This design comes from an exercise in tuning for small area and a short achievable clock period on the open sky130 flow, not from production work. Function was checked by simulation only, so behaviour that the tests miss may differ from the original. No activity file was given, so power comes from the tool's default toggle rates.

run K:
Design exmem_stage_task3, start of the top module:
module exmem_stage_task3 #(
    parameter int XLEN = 64,
    parameter int RW   = 5
) (
    input  logic            clk,
    input  logic            reset,
    input  logic [XLEN-1:0] a,
    input  logic [XLEN-1:0] readdata1,
    input  logic [XLEN-1:0] readdata2,
    input  logic [XLEN-1:0] imm_data,
    input  logic [RW-1:0]   rs1,
    input  logic [RW-1:0]   rs2,
    input  logic [RW-1:0]   rd,
    input  logic [3:0]      funct4,
    input  logic            Branch,
    input  logic            Memread,
    input  logic            Memtoreg,
    input  logic            Memwrite,
    input  logic            Regwrite,
    input  logic            Alusrc,
    input  logic [1:0]      aluop,
    input  logic            hold,
    input  logic            flush,
    input  logic [RW-1:0]   memwb_rd,
    input  logic            memwb_regwrite,
    input  logic [XLEN-1:0] memwb_wdata,
    output logic [XLEN-1:0] branch_target,
    output logic [XLEN-1:0] alu_result,
    output logic [XLEN-1:0] write_data,
    output logic            zero,
    output logic [RW-1:0]   rd_out,
    output logic            Branch_o,
    output logic            Memread_o,
    output logic            Memtoreg_o,
  ...
Settings: LEC_CHECK=0, ABC_AREA=1, CAP_MARGIN=20, CORE_MARGIN=2, CORE_UTILIZATION=45, CTS_BUF_LIST=sky130_fd_sc_hd__clkbuf_8, SETUP_SLACK_MARGIN=4, SLEW_MARGIN=20; clock period 10.0 ns.
standard.sh (not shown) runs the stock make flow with config.mk's settings and CLKGATE_MAP_FILE= SYNTH_SCRIPT=/design/flow/synth_recipe.tcl, a recipe that flattens the netlist after the stock synthesis.
==> flow/flow/run.sh <==
#!/bin/bash
set -euo pipefail
export BUFFER_PORTS_ARGS="-buffer_cell sky130_fd_sc_hd__buf_1"
bash standard.sh finish > standard_make.log 2>&1
Setup changes, run K to run M
--- a/flow/design.v
+++ b/flow/design.v
@@ -73,33 +73,43 @@
                 default: ;
             endcase
         end
         op_add = !(op_and | op_or | op_xor | op_sl | op_sr);
     end
     localparam int LG = $clog2(XLEN);
     logic [XLEN-1:0] obx, p, g, sum;
-    logic [XLEN-1:0] pg_g [0:LG];
-    logic [XLEN-1:0] pg_p [0:LG];
+    logic [XLEN-1:0] pg_g [0:2*LG];
+    logic [XLEN-1:0] pg_p [0:2*LG];
     always_comb begin
         obx = ob ^ {XLEN{op_sub}};
         p   = fa ^ obx;
         g   = fa & obx;
         pg_g[0]    = g;
         pg_p[0]    = p;
         pg_g[0][0] = g[0] | (p[0] & op_sub);    
         for (int l = 0; l < LG; l++)
             for (int i = 0; i < XLEN; i++)
-                if ((i >> l) & 1) begin
-                    pg_g[l+1][i] = pg_g[l][i] | (pg_p[l][i] & pg_g[l][((i >> l) << l) - 1]);
-                    pg_p[l+1][i] = pg_p[l][i] & pg_p[l][((i >> l) << l) - 1];
+                if (((i + 1) % (1 << (l + 1))) == 0) begin
+                    pg_g[l+1][i] = pg_g[l][i] | (pg_p[l][i] & pg_g[l][i - (1 << l)]);
+                    pg_p[l+1][i] = pg_p[l][i] & pg_p[l][i - (1 << l)];
                 end else begin
                     pg_g[l+1][i] = pg_g[l][i];
                     pg_p[l+1][i] = pg_p[l][i];
                 end
-        sum = p ^ {pg_g[LG][XLEN-2:0], op_sub};
+        for (int k = 0; k < LG; k++)
+            for (int i = 0; i < XLEN; i++)
+                if ((LG - 2 - k >= 0) && (((i + 1) % (1 << (LG - 1 - k))) == (1 << (LG - 2 - k)))
+                        && (i >= (1 << (LG - 1 - k)))) begin
+                    pg_g[LG+k+1][i] = pg_g[LG+k][i] | (pg_p[LG+k][i] & pg_g[LG+k][i - (1 << (LG - 2 - k))]);
+                    pg_p[LG+k+1][i] = pg_p[LG+k][i] & pg_p[LG+k][i - (1 << (LG - 2 - k))];
+                end else begin
+                    pg_g[LG+k+1][i] = pg_g[LG+k][i];
+                    pg_p[LG+k+1][i] = pg_p[LG+k][i];
+                end
+        sum = p ^ {pg_g[2*LG][XLEN-2:0], op_sub};
     end
     logic [XLEN-1:0] sh_in, sh_out;
     logic [SHW-1:0]  shamt;
     logic            fill;
     always_comb begin
         shamt = ob[SHW-1:0];
         for (int i = 0; i < XLEN; i++) sh_in[i] = op_sl ? fa[XLEN-1-i] : fa[i];
## What came out
For the final area, run M came in 7.4% higher than run K did.
Summary — post-layout net count, run M relative to run K: higher, by 131.
Going from run K to run M, the total wire length after detailed routing was found to have gone up by about 3%.
Total of clock buffers placed in the layout, run M and run K: lower on run K
Taking run K as the reference point, the sequential share of power of run M falls by 0.3 points.

what the ideal ports hide:
The flow's constraints put no driver on any port. The routed layouts listed below were extracted and timed again, unchanged, in two steps. Step 1 assumes that a clkbuf_16 drives the clock port and a buf_2 every other input. Step 2 also shifts input and output timing later by t, the mid clock arrival at the registers, as if the neighbouring blocks saw the same clock. a / b / c = no drivers / after step 1 / after step 2; a / b = the first two.
run	t, ns	setup WS [ns]	pins driven straight from the clock port
run K	0.722	4.111 / 4.141 / 3.418	1
run M	0.728	3.826 / 3.865 / 3.137	1
After both steps every run listed still meets setup and hold. For run K, which loses most, drivers alone change the setup slack by +0.030 ns; drivers and shift together by -0.693 ns.
